Background: an optimization exercise with open tools, aiming at small area and a short achievable clock period. Do not read the settings as production practice.
Function was not checked in any run shown here: the RTL went through the layout flow alone.
Power figures rest on the tool's default switching activity, not on a simulated workload.

## flow/design.v

```verilog
package noc_pkg;
	localparam int num_nodes = 8;
	localparam int node_w = $clog2(num_nodes);
	localparam int num_ports = 3;
	localparam int num_vcs = 2;
	localparam int vc_w = $clog2(num_vcs);
	localparam int vc_depth = 2;
	localparam int flit_data_w = 15;
	localparam int flit_w = 2 + vc_w + flit_data_w;
	localparam int kind_lsb = vc_w + flit_data_w;
	localparam int vc_lsb = flit_data_w;
	localparam logic [1:0] port_anticlockwise = 2'd0;
	localparam logic [1:0] port_clockwise = 2'd1;
	localparam logic [1:0] port_across = 2'd2;
	localparam logic [1:0] port_local = 2'd3;
	localparam logic [1:0] kind_tail = 2'b00;
	localparam logic [1:0] kind_head = 2'b01;
	localparam logic [1:0] kind_body = 2'b10;
	localparam logic [1:0] kind_header = 2'b11;
	function automatic logic [1:0] route_dir(input logic [2:0] dest,
		input logic [2:0] cur);
		logic [2:0] d;
		d = dest - cur;
		case (d)
			3'd0: route_dir = port_local;
			3'd1, 3'd2: route_dir = port_clockwise;
			3'd6, 3'd7: route_dir = port_anticlockwise;
			default: route_dir = port_across;
		endcase
	endfunction
endpackage
`timescale 1ns/100ps
module spidergon_node #(
	parameter logic [noc_pkg::node_w-1:0] node_id = 0
) (
	input logic clk,
	input logic reset,
	input logic [noc_pkg::flit_w-1:0] in_flit_across,
	input logic [noc_pkg::flit_w-1:0] in_flit_clockwise,
	input logic [noc_pkg::flit_w-1:0] in_flit_anticlockwise,
	input logic [noc_pkg::num_ports-1:0] in_valid,
	output logic [noc_pkg::num_ports*noc_pkg::num_vcs-1:0] vc_free,
	output logic [noc_pkg::num_ports*noc_pkg::num_vcs-1:0] vc_full,
	output logic [noc_pkg::flit_w-1:0] out_flit_across,
	output logic [noc_pkg::flit_w-1:0] out_flit_clockwise,
	output logic [noc_pkg::flit_w-1:0] out_flit_anticlockwise,
	output logic [noc_pkg::num_ports-1:0] out_valid,
	input logic [noc_pkg::num_ports*noc_pkg::num_vcs-1:0] adj_vc_free,
	input logic [noc_pkg::num_ports*noc_pkg::num_vcs-1:0] adj_vc_full,
	output logic [noc_pkg::flit_w-1:0] eject_flit,
	output logic eject_valid
);
	localparam int nb = 6;
	localparam int sw = 17;
	logic [2:0][noc_pkg::flit_w-1:0] in_f;
	assign in_f[0] = in_flit_anticlockwise;
	assign in_f[1] = in_flit_clockwise;
	assign in_f[2] = in_flit_across;
	logic [nb-1:0][sw-1:0] mem0, mem1;
	logic [nb-1:0] rd;        
	logic [nb-1:0] ne;        
	logic [nb-1:0] full;
	logic [nb-1:0] free;      
	logic [nb-1:0][1:0] ldir;
	logic [nb-1:0] wr_en;
	logic [nb-1:0] deq;
	logic [nb-1:0][sw-1:0] fr;  
	logic [nb-1:0][1:0] fk;     
	logic [nb-1:0] head;        
	logic [nb-1:0][1:0] dir;
	logic [nb-1:0][3:0] dir_oh;
	logic [3:0][nb-1:0] lk;
	logic [3:0][nb-1:1] mask;
	logic [3:0][nb-1:0] grant;
	logic [3:0] any_req;
	logic [3:0][noc_pkg::flit_w-1:0] flit_q;
	logic [3:0] valid_q;
	for (genvar b = 0; b < nb; b++)
	begin : g_buf
		localparam int p = b / 2;
		localparam int v = b % 2;
		assign wr_en[b] = in_valid[p] && (in_f[p][15] == v) && !full[b];
		assign fr[b] = rd[b] ? mem1[b] : mem0[b];
		assign fk[b] = fr[b][16:15];
		assign head[b] = fk[b][0];
		assign dir[b] = head[b] ? noc_pkg::route_dir(fr[b][14:12], node_id) : ldir[b];
		for (genvar o = 0; o < 4; o++)
		begin : g_dir
			assign dir_oh[b][o] = (dir[b] == o);
		end
		always_ff @(posedge clk)
		begin
			if (wr_en[b] && !(rd[b] ^ ne[b]))
				mem0[b] <= {in_f[p][17:16], in_f[p][14:0]};
			if (wr_en[b] && (rd[b] ^ ne[b]))
				mem1[b] <= {in_f[p][17:16], in_f[p][14:0]};
		end
		always_ff @(posedge clk)
		begin
			if (reset)
			begin
				rd[b] <= 1'b0;
				ne[b] <= 1'b0;
				full[b] <= 1'b0;
				free[b] <= 1'b1;
				ldir[b] <= noc_pkg::port_local;
			end
			else
			begin
				rd[b] <= rd[b] ^ deq[b];
				ne[b] <= wr_en[b] || (ne[b] && !(deq[b] && !full[b]));
				full[b] <= full[b] ? !deq[b] : (ne[b] && wr_en[b] && !deq[b]);
				if (wr_en[b] && in_f[p][16])
					free[b] <= 1'b0;
				else if (deq[b] && (fk[b][1] == fk[b][0]))
					free[b] <= 1'b1;
				if (ne[b] && fk[b] == noc_pkg::kind_head)
					ldir[b] <= dir[b];
			end
		end
		assign deq[b] = grant[0][b] | grant[1][b] | grant[2][b] | grant[3][b];
	end
	assign vc_free = free;
	assign vc_full = full;
	for (genvar o = 0; o < 4; o++)
	begin : g_out
		logic [nb-1:0] pr;         
		logic [nb-1:0] ok_flow;
		logic [nb-1:0] blocked;
		logic [nb-1:0] me;         
		logic [1:0] take_head;
		logic [1:0] take_any;
		logic [3:0] cls_req;   
		logic [noc_pkg::flit_w-1:0] win_flit;
		assign me = {mask[o], 1'b0};
		for (genvar v = 0; v < 2; v++)
		begin : g_flags
			if (o == 3)
			begin : g_eject
				assign take_any[v] = 1'b1;
				assign take_head[v] = 1'b1;
			end
			else
			begin : g_link
				assign take_any[v] = !adj_vc_full[o*2 + v];
				assign take_head[v] = !adj_vc_full[o*2 + v] && adj_vc_free[o*2 + v];
			end
		end
		for (genvar b = 0; b < nb; b++)
		begin : g_req
			assign pr[b] = ne[b] && dir_oh[b][o] && (!(|lk[o]) || lk[o][b]);
			assign ok_flow[b] = head[b] ? take_head[b%2] : take_any[b%2];
		end
		for (genvar v = 0; v < 2; v++)
		begin : g_cls
			assign cls_req[v*2] = (pr[v] && !head[v]) || (pr[v+2] && !head[v+2]) || (pr[v+4] && !head[v+4]);
			assign cls_req[v*2+1] = (pr[v] && head[v]) || (pr[v+2] && head[v+2]) || (pr[v+4] && head[v+4]);
		end
		assign any_req[o] = (take_any[0] && cls_req[0]) || (take_head[0] && cls_req[1]) ||
			(take_any[1] && cls_req[2]) || (take_head[1] && cls_req[3]);
		for (genvar b = 0; b < nb; b++)
		begin : g_blk
			logic [3:0] ahead;   
			for (genvar v = 0; v < 2; v++)
			begin : g_v
				for (genvar h = 0; h < 2; h++)
				begin : g_h
					logic [2:0] t;
					for (genvar i = 0; i < 3; i++)
					begin : g_i
						localparam int j = v + 2*i;
						if (j == b)
							assign t[i] = 1'b0;
						else
							assign t[i] = pr[j] && (head[j] == h) &&
								((me[j] && !me[b]) || ((me[j] == me[b]) && (j < b)));
					end
					assign ahead[v*2+h] = |t;
				end
			end
			assign blocked[b] = (take_any[0] && ahead[0]) || (take_head[0] && ahead[1]) ||
				(take_any[1] && ahead[2]) || (take_head[1] && ahead[3]);
			assign grant[o][b] = pr[b] && ok_flow[b] && !blocked[b];
		end
		always_comb
		begin
			win_flit = '0;
			for (int b = 0; b < nb; b++)
				if (grant[o][b])
					win_flit = win_flit | {fr[b][16:15], 1'(b % 2), fr[b][14:0]};
		end
		always_ff @(posedge clk)
		begin
			flit_q[o] <= win_flit;
		end
		always_ff @(posedge clk)
		begin
			if (reset)
			begin
				valid_q[o] <= 1'b0;
				lk[o] <= '0;
				mask[o] <= '0;
			end
			else
			begin
				valid_q[o] <= any_req[o];
				for (int b = 0; b < nb; b++)
				begin
					if (grant[o][b])
						lk[o][b] <= (fk[b] == noc_pkg::kind_head) ||
							(fk[b] != noc_pkg::kind_tail && lk[o][b]);
				end
				if (any_req[o])
					for (int b = 1; b < nb; b++)
						mask[o][b] <= |(grant[o] & ((6'd1 << b) - 6'd1));
			end
		end
	end
	assign out_flit_anticlockwise = flit_q[0];
	assign out_flit_clockwise = flit_q[1];
	assign out_flit_across = flit_q[2];
	assign eject_flit = flit_q[3];
	assign out_valid = valid_q[2:0];
	assign eject_valid = valid_q[3];
endmodule
```

## flow/run.sh

```bash
#!/bin/bash
# synth_recipe.tcl (not shown) runs the flow's synth.tcl, then flattens the netlist and writes it again
# the make line also repeats each setting of config.mk as NAME=value (left out here)
make -C /OpenROAD-flow-scripts/flow DESIGN_CONFIG=/design/flow/config.mk WORK_HOME=/design/flow/orfs CLKGATE_MAP_FILE= SYNTH_SCRIPT=/design/flow/synth_recipe.tcl finish
```

## flow/config.mk

```make
export PLATFORM = sky130hd
export DESIGN_NAME = spidergon_node
export DESIGN_NICKNAME = spidergon_node
export VERILOG_FILES = /design/flow/design.v
export SDC_FILE = /design/flow/constraint.sdc
export NUM_CORES = 4
export LEC_CHECK = 0
export CAP_MARGIN = 20
export CORE_MARGIN = 2
export CORE_UTILIZATION = 40
export SETUP_SLACK_MARGIN = 3.5
export SLEW_MARGIN = 20
```

## flow/constraint.sdc

```tcl
create_clock -name core_clock -period 6.0 [get_ports {clk}]
set_input_delay 1.2000 -clock core_clock [delete_from_list [all_inputs] [get_ports {clk}]]
set_output_delay 1.2000 -clock core_clock [all_outputs]
set_load 0.01 [all_outputs]
```

==> summary.txt, run 1 <==
Leak=10.41 nW; Post-synth EDFFs=204; largest fanout on the critical path=7; TritonCTS clock tree=built; Max Slew Vio Count=0; GPL Wtd Cong=1.035; Hold Startpoint=free[3]$_SDFFE_PP1P_; Synth Area per Inst=10.96 µm²; layout cells sized above 1=45.26%; min Tclk post-route=3.333 ns; initial detailed-routing violation count=2681; Synth async-reset ratio=0%; CTS Buf Count=40; outcome=finished clean; Die X=214.9 µm; global-route usage over all layers=34.63%; Top FF cell, synth=edfxtp_1; Cell Pwr Density=272.8 mW/mm²; Total Wirelength=85160 µm; I/O Buffers=158; worst hold-check path type=reg2reg; DP HPWL=49630 µm; Reg clk slew, reported paths=0.06 ns; CP max stage cell=a311o_2; Slew HR=45.85%; Worst Hold Depth=2; fmax=0.3000 GHz; final hold violations=0; Nets=2177; htree depth=2; Final Cell Area=0.02801 mm²; crit path launch type=register; vias in the first global route=17330; Yosys top cell area share=34.44%; CP Class=reg2reg; maximum root-to-sink buffer count=3; Multi-input gate area=0.01059 mm²; CP endpoint kind=register; post-route ant nets=0; worst clock skew=0.04477 ns; Worst path top cell family by delay=compound AO/OA/AOI/OAI gates; Ports=159; Chip Height=214.9 µm; Clock Sinks=360; initial core utilization=40.39%; clk latency of the worst-skew pair=0.61 ns; pin count of the biggest net entering global routing=51; Critical Path RT=6.48 ns; # rows=77; die area=0.04616 mm²; Max Cap Viol=0; setup slack, reg-to-reg=2.67 ns; Worst Tran Pin Value=0.8122 ns; RR Endpoint=flit_q[53]$_DFF_P_; # fillers=3296; CP arrival=3.81 ns; cell taking the most area after synthesis=edfxtp_1; top cells by area, synth=edfxtp_1 34%, dfxtp_1 18%, mux2_2 5.1%; post-synthesis cell area=0.01778 mm²; dpl cell area=0.02043 mm²; initial antenna violation count=8; Storage cell area=0.009305 mm²; crit-path max cell delay=0.44 ns; Buf/Inv on CP=8; synthesized instance count=1623; critical-path cell list=buf_12 -> buf_6 -> buf_8 -> buf_6 -> a311o_2 -> nor4_4 -> a311oi_4 -> buf_4 -> or4b_4 -> a211oi_4 -> buf_12 -> buf_8 -> buf_16 -> a222oi_1 -> nand2_1; Yosys warning count=1; Mapped Nets=1700; detailed-router iteration count before antenna repair=9; WHS Endpoint=free[3]$_SDFFE_PP1P_; via count=18000; largest vdd supply drop=0.2338 mV; Seq/Total Area, Yosys=52.01%; root buffer cell=clkbuf_16; worst reg2reg path depth=15; vias per cell=6.602; CORE AREA=0.04403 mm²; Netlist cell types=109; DRC errors left=0; DR WL/cell=31.24 µm; setup_tns=0 ns; synthesized flop and latch total=360; total power draw=7.644 mW; global route total overflow=0; FF-to-FF Start=rd[3]$_SDFF_PP0_; Area Growth Syn to Fin=57.52%; fin crit share=55.55%; Final setup viols=0; count leader, synth=edfxtp_1; top post-synthesis cells by count=204 x edfxtp_1, 160 x nand2_1, 156 x dfxtp_1; unrepaired setup endpoints after global routing=true; first-pass GRT wire length=117300 µm
[worst register-to-register path, stage by stage, from the launching register on]
cell      delay (ns)
dfxtp_4         0.35
buf_12          0.13
buf_6           0.11
buf_8           0.12
buf_6           0.11
a311o_2         0.44
nor4_4          0.40
a311oi_4        0.19
buf_4           0.17
or4b_4          0.20
a211oi_4        0.04
buf_12          0.17
buf_8           0.13
buf_16          0.14
a222oi_1        0.42
nand2_1         0.10
[sequential cells by signal, summed over array words and instances, names as in the netlist, named ones only]
name and cells:
mask 20, full 6, ldir 12, mem1 102, rd 6, ne 6
mem0 102, flit_q 72, free 6, valid_q 4
[where the power goes]
group | switching [mW] | internal [mW]
Clock | 1.10 | 1.63
Combinational | 1.14 | 0.848
Sequential | 0.127 | 2.80
[layout by cell type, fill, tap and decap left out, drive strengths merged, types with 19 or more instances in the layout]
cell,instances
nor4,23
dfxtp,156
nor3,26
a221oi,36
a22o,24
clkbuf,53
buf,351
mux2i,27
dlygate4sd2,87
nand2,160
a311oi,22
a211oi,22
nor2,109
mux2,84
nor2b,34
clkdlybuf4s50,58
inv,37
a222oi,53
a22oi,35
edfxtp,204
a21oi,101
nand2b,24
nand4,25
o21ai,54
or3,25
nand4b,19
[cells by family (layout without fill, tap and decap cells)]
kind of cell	Yosys count	in the layout	synth area share, %
other	0	2	0
flip-flops	360	360	52.01
XOR/XNOR	9	9	0.4432
AND/OR/NAND/NOR	538	541	16.55
adder cells (fa/ha/maj)	6	6	0.4221
AO/OA/AOI/OAI	463	469	19.85
buffers and inverters	136	636	3.518
multiplexers	111	111	7.211
[what timing repair did]
action / CTS / global route
hold endpoints to repair: 0 / 0
hold buffers: 0 / 0
endpoints found under the setup margin: 368 / 223
pin swaps: 175 / 157
buffers inserted: 230 / 70
gates resized for setup: 586 / 212
cloned: 29 / 2
[layer usage]
metal	part of all wire, %	GRT usage (%)	vias to the layer above
li1	-	-	7397
met1	35	42.13	8648
met2	43	52.69	1397
met3	12	10.79	546
met4	9.4	23.52	10
met5	0.11	0	-
[worst max-delay path by stage]
stage	startpoint	to	slack (ns)	cells past startpoint
2_1_floorplan	adj_vc_free[5]	rd[5]$_SDFF_PP0_	3.08	8
3_3_place_gp	rd[5]$_SDFF_PP0_	rd[1]$_SDFF_PP0_	1.45	12
5_1_grt	mem0[46]$_DFFE_PP_	flit_q[17]$_DFF_P_	2.61	13
3_5_place_dp	rd[5]$_SDFF_PP0_	rd[1]$_SDFF_PP0_	1.41	12
6_report	rd[3]$_SDFF_PP0_	flit_q[53]$_DFF_P_	2.67	15
4_1_cts	rd[3]$_SDFF_PP0_	rd[5]$_SDFF_PP0_	2.86	15
[through the flow]
stage	cells	hold WS [ns]	setup WS, ns	utilization (%)
2_1_floorplan	1623	0.4561	3.085	-
5_1_grt	2725	0.4966	2.614	63.62
3_5_place_dp	2319	0.4710	1.413	46.40
6_report	2726	0.4723	2.667	63.63
3_3_place_gp	2318	0.4605	1.449	46.37
4_1_cts	2652	0.4843	2.862	60.13
[area by class of cell]
cell class                 count  share of cell area, %
antenna                        2                0.01787
clock buffer                  50                  4.109
clock inverter                24                  1.103
inverter                      45                 0.8665
multi-input combinational   1136                  37.80
sequential                   360                  33.22
tap                          592                  2.644
timing repair buffer         517                  20.24
==> run 2: changes to the inputs <==
--- a/flow/config.mk
+++ b/flow/config.mk
@@ -10,3 +10,3 @@
 export CORE_UTILIZATION = 40
-export SETUP_SLACK_MARGIN = 3.5
+export SETUP_SLACK_MARGIN = 4.0
 export SLEW_MARGIN = 20
==> run 2 against run 1 <==
Effect of this change:
- sequential share of layout area is 0.53 points higher
- routed wire length is 1.4% lower
- synthesized area stayed put
- register-to-register slack better by 0.05 ns
- setup slack better by 0.047 ns
- critical endpoint is now flit_q[70]$_DFF_P_
- largest cell class unchanged
- largest power group unchanged
==> summary.txt, run 2 <==
GPL Wtd Cong=1.025 (was 1.035); synthesized flop and latch total=360 (unchanged); Synth Area in Simple Gates=16.55% (unchanged); root buffer cell=clkbuf_16 (unchanged); Max Cap Viol=0 (unchanged); die area=0.04616 mm² (unchanged); largest fanout on the critical path=6 (was 7); worst hold-check path type=reg2reg (unchanged); Top FF cell, synth=edfxtp_1 (unchanged); Cell Pwr Density=271.5 mW/mm² (was 272.8 mW/mm²); vias per cell=6.450 (was 6.602); cell-internal power=5.215 mW (was 5.277 mW); vias in the first global route=17000 (was 17330); CP Launch Point=mem0[65]$_DFFE_PP_ (was rd[3]$_SDFF_PP0_); largest registers=mem0 (102), mem1 (102), flit_q (72) (unchanged); Synth Area in Adders=0.4221% (unchanged); top post-synthesis cells by count=204 x edfxtp_1, 160 x nand2_1, 156 x dfxtp_1 (unchanged); unrepaired setup endpoints after global routing=true (unchanged); Leak=10.16 nW (was 10.41 nW); initial antenna violation count=3 (was 8); htree depth=2 (unchanged); sequential share of power=39.1% (was 38.3%); largest vdd supply drop=0.1987 mV (was 0.2338 mV); multiplexer share of the synthesized area=7.211% (unchanged); switching portion of total power=31.11% (was 30.96%); Slew HR=48.89% (was 45.85%); DRC errors left=0 (unchanged); Synth async-reset ratio=0% (unchanged); outcome=finished clean (unchanged); via count=17630 (was 18000); most common cell after layout, fill and taps aside=edfxtp_1 (unchanged); initial core utilization=40.39% (unchanged); maximum root-to-sink buffer count=3 (unchanged); CP Class=reg2reg (unchanged); Netlist cell types=109 (unchanged); met2 wire len=37700 µm (was 36520 µm); # fillers=3382 (was 3296); Area Growth Syn to Fin=56.80% (was 57.52%); Seq/Total Area, Yosys=52.01% (unchanged); CORE AREA=0.04403 mm² (unchanged); largest family of logic cells by synthesized area=compound AO/OA/AOI/OAI gates (unchanged); post-synthesis cell area=0.01778 mm² (unchanged); synthesized instance count=1623 (unchanged); Reg clk slew, reported paths=0.06 ns (about the same); Yosys warning count=1 (unchanged); Synth Area in Compound Gates=19.85% (unchanged); CTS Buf Count=41 (was 40); count leader, synth=edfxtp_1 (unchanged); crit path launch type=register (unchanged); Total Wirelength=83930 µm (was 85160 µm); initial detailed-routing violation count=2336 (was 2681); Final Cell Area=0.02789 mm² (was 0.02801 mm²); DR WL/cell=30.71 µm (was 31.24 µm); post-route ant nets=0 (unchanged); final hold violations=0 (unchanged); global-route usage over all layers=33.88% (was 34.63%); TritonCTS clock tree=built (unchanged); CP arrival=3.73 ns (was 3.81 ns); DR WL met3=8345 µm (was 10620 µm); Top Metal Used=met4 (was met5); Worst Tran Pin Value=0.7453 ns (was 0.8122 ns); # rows=77 (unchanged); cell taking the most area after synthesis=edfxtp_1 (unchanged); Synth Area per Inst=10.96 µm² (unchanged); clock share of power=34.6% (was 35.7%); dpl cell area=0.02066 mm² (was 0.02043 mm²); Yosys top cell area share=34.44% (unchanged); I/O Buffers=158 (unchanged); Die X=214.9 µm (unchanged); setup_tns=0 ns (unchanged); routed length on met1=31280 µm (was 29910 µm); global route total overflow=0 (unchanged); Mapped Nets=1700 (unchanged); Max Slew Vio Count=0 (unchanged); sw power=2.355 mW (was 2.366 mW); fin crit share=54.77% (was 55.55%); Critical Path RT=6.44 ns (was 6.48 ns); detailed-router iteration count before antenna repair=11 (was 9); Synth Area in XOR/XNOR=0.4432% (unchanged); Hold Startpoint=free[3]$_SDFFE_PP1P_ (unchanged); Inserted Diodes=0 (was 2); Post-synth EDFFs=204 (unchanged); min Tclk post-route=3.286 ns (was 3.333 ns); Clock Sinks=360 (unchanged); top cells by area, synth=edfxtp_1 34%, dfxtp_1 18%, mux2_2 5.1% (unchanged); FF-to-FF Start=mem0[65]$_DFFE_PP_ (was rd[3]$_SDFF_PP0_); Nets=2186 (was 2177); total power draw=7.570 mW (was 7.644 mW); CP endpoint kind=register (unchanged); pin count of the biggest net entering global routing=52 (was 51); Chip Height=214.9 µm (unchanged); worst clock skew=0.03776 ns (was 0.04477 ns); clk latency of the worst-skew pair=0.61 ns (about the same); Hold WS=0.4900 ns (was 0.4723 ns); most frequent cells in the layout=204 x edfxtp_1, 200 x buf_4, 160 x buf_6, 145 x nand2_1, 77 x nor2_1 (was 204 x edfxtp_1, 177 x buf_4, 149 x nand2_1, 127 x dfxtp_1, 102 x buf_6); first-pass GRT wire length=115500 µm (was 117300 µm); Gate power share=26.4% (was 26.0%); DP HPWL=51370 µm (was 49630 µm); Final setup viols=0 (unchanged); fmax=0.3043 GHz (was 0.3000 GHz); Ports=159 (unchanged); Hold-fix buffers, CTS=0 (unchanged); layout cells sized above 1=52.55% (was 45.26%)
-- run 2: cell count changes in the layout (fill, tap and decap cells not counted), moves of 6 or more --
cell / delta
dfxtp_2: +48
buf_6: +58
dfxtp_4: +12
dfxtp_1: -60
nand2b_4: -10
nand2b_1: +10
nor2_2: +6
buf_4: +23
clkdlybuf4s50_1: -7
buf_2: +24
clkbuf_1: +8
dlygate4sd2_1: -81
-- run 2: area by class of cell --
cell class	instances	area (µm²)	share of cell area, %
multi-input combinational	1139	10550	37.84
inverter	45	266.5	0.9557
sequential	360	9410	33.75
tap	592	740.7	2.656
clock inverter	21	284.0	1.019
clock buffer	54	1115	3.998
timing repair buffer	522	5518	19.79
-- run 2: stage by stage --
stage / utilization (%) / std cells / setup WS (ns)
final: 63.34 / 2733 / 2.714
after global routing: 63.34 / 2733 / 2.644
after CTS: 59.80 / 2641 / 2.911
after detailed placement: 46.94 / 2315 / 1.405
after global placement: 46.94 / 2315 / 1.489
after floorplan: - / 1623 / 3.085
-- run 2: path summary, 6_finish.rpt --
kind,end,slack [ns],cells past startpoint
worst min-delay path,free[3]$_SDFFE_PP1P_,0.49,2
worst max register to register,flit_q[70]$_DFF_P_,2.71,16
worst max-delay path,flit_q[70]$_DFF_P_,2.71,16
worst min register to register,free[3]$_SDFFE_PP1P_,0.49,2
-- run 2: power by group through the flow --
stage	Sequential, mW	Combinational, mW	Clock, mW
after floorplan	2.94	0.789	0
after global placement	2.99	1.31	0
after detailed placement	2.99	1.32	0
after CTS	2.94	1.76	2.63
after global routing	2.96	2.05	2.73
final	2.96	2.00	2.62
-- run 2: kinds of logic after synthesis --
| logic type | after synthesis |
|---|---|
| AO/OA/AOI/OAI | 463 |
| XOR/XNOR | 9 |
| adder cells (fa/ha/maj) | 6 |
| buffers and inverters | 136 |
| flip-flops | 360 |
| multiplexers | 111 |
| AND/OR/NAND/NOR | 538 |
-- run 2: repair_timing --
action                     CTS  global route
gates cloned                22             8
setup endpoints to repair  448           393
pin swaps                  176           127
resized for setup          944           190
setup buffers              229            84
hold endpoints to repair     0             0
-- run 2: routing by layer --
metal | track usage [%] | vias to the layer above
met5 | 0 | -
met4 | 19.93 | 0
met3 | 7.530 | 427
met2 | 54.61 | 1217
met1 | 41.79 | 8588
li1 | - | 7395
-- run 2: worst max-delay path, cell delays in order, from the launching register on --
cell	delay (ns)
edfxtp_1	0.42
buf_6	0.15
buf_6	0.11
nor2b_4	0.12
o21ai_4	0.10
o21a_4	0.22
buf_6	0.11
nor4_4	0.26
buf_6	0.17
buf_6	0.11
buf_6	0.09
a21oi_4	0.06
and3b_2	0.25
buf_6	0.14
o21a_4	0.26
a22oi_2	0.40
nand2_1	0.16
==> run 3: changes to the inputs <==
--- a/flow/config.mk
+++ b/flow/config.mk
@@ -10,3 +10,4 @@
 export CORE_UTILIZATION = 40
-export SETUP_SLACK_MARGIN = 4.0
+export SETUP_SLACK_MARGIN = 2.5
 export SLEW_MARGIN = 20
+export TNS_END_PERCENT = 5
==> run 3 against run 2 <==
Effect of this change:
- still clean on timing, DRC and antenna
- maximum frequency decreased by 7.9%
- critical path depth decreased by 4
- sequential share of layout area increased by 8.7 points
- register-to-register slack got worse by 0.28 ns
==> summary.txt, run 3 <==
Ports=159 (unchanged); Netlist cell types=109 (unchanged); Max Cap Viol=0 (unchanged); global routing usage on met3=5.761% (was 7.530%); Final setup viols=0 (unchanged); Hold Startpoint=free[3]$_SDFFE_PP1P_ (unchanged); Top FF cell, synth=edfxtp_1 (unchanged); dpl cell area=0.02003 mm² (was 0.02066 mm²); Post-synth EDFFs=204 (unchanged); Final Cell Area=0.02182 mm² (was 0.02789 mm²); worst clock skew=0.03314 ns (was 0.03776 ns); Buf/Inv on CP=3 (was 7); via count=15420 (was 17630); setup_tns=0 ns (unchanged); initial core utilization=40.39% (unchanged); Total Wirelength=71020 µm (was 83930 µm); detailed-router iteration count before antenna repair=10 (was 11); top post-synthesis cells by count=204 x edfxtp_1, 160 x nand2_1, 156 x dfxtp_1 (unchanged); die area=0.04616 mm² (unchanged); met1 usage=36.30% (was 41.79%); count leader, synth=edfxtp_1 (unchanged); Slew HR=34.84% (was 48.89%); top cells by area, synth=edfxtp_1 34%, dfxtp_1 18%, mux2_2 5.1% (unchanged); post-synthesis cell area=0.01778 mm² (unchanged); most frequent cells in the layout=204 x edfxtp_1, 159 x nand2_1, 157 x clkdlybuf4s50_1, 153 x dfxtp_1, 103 x nor2_1 (was 204 x edfxtp_1, 200 x buf_4, 160 x buf_6, 145 x nand2_1, 77 x nor2_1); min Tclk post-route=3.567 ns (was 3.286 ns); Die X=214.9 µm (unchanged); CP Class=reg2reg (unchanged); cell taking the most area after synthesis=edfxtp_1 (unchanged); htree depth=2 (unchanged); first-pass GRT wire length=102100 µm (was 115500 µm); DP HPWL=51550 µm (was 51370 µm); FF-to-FF Start=rd[5]$_SDFF_PP0_ (was mem0[65]$_DFFE_PP_); Clock Sinks=360 (unchanged); global route total overflow=0 (unchanged); CP Launch Point=rd[5]$_SDFF_PP0_ (was mem0[65]$_DFFE_PP_); post-route ant nets=0 (unchanged); unrepaired setup endpoints after global routing=true (unchanged); worst hold-check path type=reg2reg (unchanged); Yosys top cell area share=34.44% (unchanged); critical-path cell list=buf_6 -> mux2i_4 -> buf_4 -> a21boi_0 -> and2_1 -> nor3b_2 -> o21ai_1 -> or4b_1 -> a211oi_4 -> buf_6 -> nor4_4 -> mux2_1 (was buf_6 -> buf_6 -> nor2b_4 -> o21ai_4 -> o21a_4 -> buf_6 -> nor4_4 -> buf_6 -> buf_6 -> buf_6 -> a21oi_4 -> and3b_2 -> buf_6 -> o21a_4 -> a22oi_2 -> nand2_1); Synth Area per Inst=10.96 µm² (unchanged); DR WL/cell=29.31 µm (was 30.71 µm); Cell Pwr Density=306.3 mW/mm² (was 271.5 mW/mm²); CP endpoint kind=register (unchanged); TritonCTS clock tree=built (unchanged); global-route usage over all layers=29.91% (was 33.88%); CTS Buf Count=40 (was 41); Chip Height=214.9 µm (unchanged); Max Slew Vio Count=0 (unchanged); crit path launch type=register (unchanged); Worst path top cell family by delay=simple AND/OR/NAND/NOR gates (was compound AO/OA/AOI/OAI gates); # rows=77 (unchanged); synthesized flop and latch total=360 (unchanged); CP arrival=4.04 ns (was 3.73 ns); DRC errors left=0 (unchanged); most common cell after layout, fill and taps aside=edfxtp_1 (unchanged); fmax=0.2803 GHz (was 0.3043 GHz); Leak=7.440 nW (was 10.16 nW); Area Growth Syn to Fin=22.70% (was 56.80%); maximum root-to-sink buffer count=3 (unchanged); GPL Wtd Cong=0.9632 (was 1.025); Seq/Total Area, Yosys=52.01% (unchanged); largest fanout on the critical path=25 (was 6); vias per cell=6.364 (was 6.450); setup slack, reg-to-reg=2.43 ns (was 2.71 ns); layout cells sized above 1=17.17% (was 52.55%); crit-path max cell delay=0.60 ns (was 0.42 ns); synthesized instance count=1623 (unchanged); initial detailed-routing violation count=2027 (was 2336); Yosys warning count=1 (unchanged); root buffer cell=clkbuf_16 (unchanged); outcome=finished clean (unchanged); critical path's most frequent cell=buf_6 (unchanged); I/O Buffers=158 (unchanged); CORE AREA=0.04403 mm² (unchanged); largest registers=mem0 (102), mem1 (102), flit_q (72) (unchanged); CP max stage cell=or4b_1 (was edfxtp_1); Critical Path RT=6.47 ns (was 6.44 ns); pin count of the biggest net entering global routing=38 (was 52); Mapped Nets=1700 (unchanged); fin crit share=59.45% (was 54.77%); largest vdd supply drop=0.2362 mV (was 0.1987 mV); Hold-fix buffers, CTS=0 (unchanged); initial antenna violation count=5 (was 3); Worst Tran Pin Value=0.9774 ns (was 0.7453 ns); clk latency of the worst-skew pair=0.59 ns (was 0.61 ns); Synth async-reset ratio=0% (unchanged); Reg clk slew, reported paths=0.06 ns (about the same); Nets=1874 (was 2186); M2 GR Usage=48.63% (was 54.61%); layer with the highest usage=met2 (unchanged); final hold violations=0 (unchanged); vias in the first global route=15160 (was 17000)
==> run 3: cell counts after synthesis <==
Identical to the previous run, type by type.
==> run 3: report_power, final <==
part / internal (mW) / total, mW / leakage, nW / switching, mW
clock network: 1.36 / 2.39 / 0.607 / 1.03
registers: 2.80 / 2.90 / 3.14 / 0.108
logic: 0.510 / 1.39 / 3.69 / 0.880
total: 4.67 / 6.68 / 7.44 / 2.02
==> run 3: worst reg2reg max path, stage by stage, from the launching register on <==
cell,delay [ns]
dfxtp_1,0.30
buf_6,0.18
mux2i_4,0.22
buf_4,0.20
a21boi_0,0.31
and2_1,0.27
nor3b_2,0.25
o21ai_1,0.21
or4b_1,0.60
a211oi_4,0.20
buf_6,0.29
nor4_4,0.10
mux2_1,0.32
==> run 3: cell families (layout without fill, tap and decap cells) <==
| kind of cell | Yosys count | count (layout) | synth area share, % |
|---|---|---|---|
| xor gates and xnor gates | 9 | 9 | 0.4432 |
| adders and majority gates | 6 | 6 | 0.4221 |
| and+or+nand+nor | 538 | 538 | 16.55 |
| AOI/OAI and AO/OA | 463 | 464 | 19.85 |
| DFF | 360 | 360 | 52.01 |
| other | 0 | 2 | 0 |
| buffers and inverters | 136 | 341 | 3.518 |
| muxes | 111 | 111 | 7.211 |
==> run 3: timing repair <==
| item | CTS | global route |
|---|---|---|
| setup buffers | 15 | 8 |
| pin swaps | 4 | 15 |
| endpoints found under the setup margin | 115 | 106 |
| gates resized for setup | 34 | 38 |
| cloned | 0 | 1 |
==> run 3: layer usage <==
layer / wire length, µm / part of all wire [%]
met3: 5990 / 8.4
met1: 26750 / 38
met4: 5110 / 7.2
met5: 22 / 0.031
met2: 33140 / 47
==> run 3: metrics by stage <==
| stage | total power [mW] | utilization (%) | worst slack (ns) | hold WS, ns | cells |
|---|---|---|---|---|---|
| after floorplan | 3.616 | - | 2.476 | 0.4561 | 1623 |
| after global placement | 4.237 | 45.50 | 1.585 | 0.4776 | 2323 |
| after detailed placement | 4.233 | 45.50 | 1.570 | 0.4860 | 2323 |
| after CTS | 6.665 | 49.04 | 2.388 | 0.4951 | 2412 |
| after global routing | 6.892 | 49.55 | 2.334 | 0.5128 | 2421 |
| final | 6.684 | 49.56 | 2.433 | 0.4942 | 2423 |
==> run 3: cell type report <==
class / instances / area, µm²
Antenna cell: 2 / 5.005
Sequential cell: 360 / 9253
Inverter: 45 / 176.4
Clock inverter: 21 / 183.9
Clock buffer: 53 / 1080
Fill cell: 4011 / 22210
Timing Repair Buffer: 222 / 2130
Multi-Input combinational cell: 1128 / 8253
Tap cell: 592 / 740.7
==> run 3: worst paths after layout <==
kind,to,cells past startpoint
hold reg to reg,free[3]$_SDFFE_PP1P_,2
setup reg to reg,rd[5]$_SDFF_PP0_,12
setup / recovery,rd[5]$_SDFF_PP0_,12
hold / removal,free[3]$_SDFFE_PP1P_,2

-- static timing again, ports no longer ideal --
How much do the figures lean on ideal ports? The routed layouts below were timed once more, with nothing changed but the port constraints. Step 1, drivers: a clkbuf_16 drives clk and a buf_2 each remaining input, both assumed. Step 2 adds t to the input delays and takes it off the output delays; t is the mean of the earliest and latest rising clock arrival at the registers after step 1. Input paths then give back, and output paths get back, about the clock's delay inside the block. a / b / c = no drivers / after step 1 / after step 2; a / b = the first two.
run | shift t [ns] | setup WS [ns] | worst hold slack (ns) | worst setup path at the end | slew at the worst register clock pin (ns)
run 1 | 0.653 | 2.667 / 2.667 / 2.203 | 0.472 / 0.472 / 0.472 | input to register | 0.07 / 0.07
run 2 | 0.647 | 2.714 / 2.714 / 2.293 | 0.490 / 0.490 / 0.490 | input to register | 0.06 / 0.06
run 3 | 0.624 | 2.433 / 2.433 / 1.876 | 0.494 / 0.494 / 0.494 | input to register | 0.06 / 0.06
After both steps setup and hold are still met in every run listed. The setup slack of run 3, which loses most, moves by 0.000 ns with the drivers and by -0.557 ns with both steps.
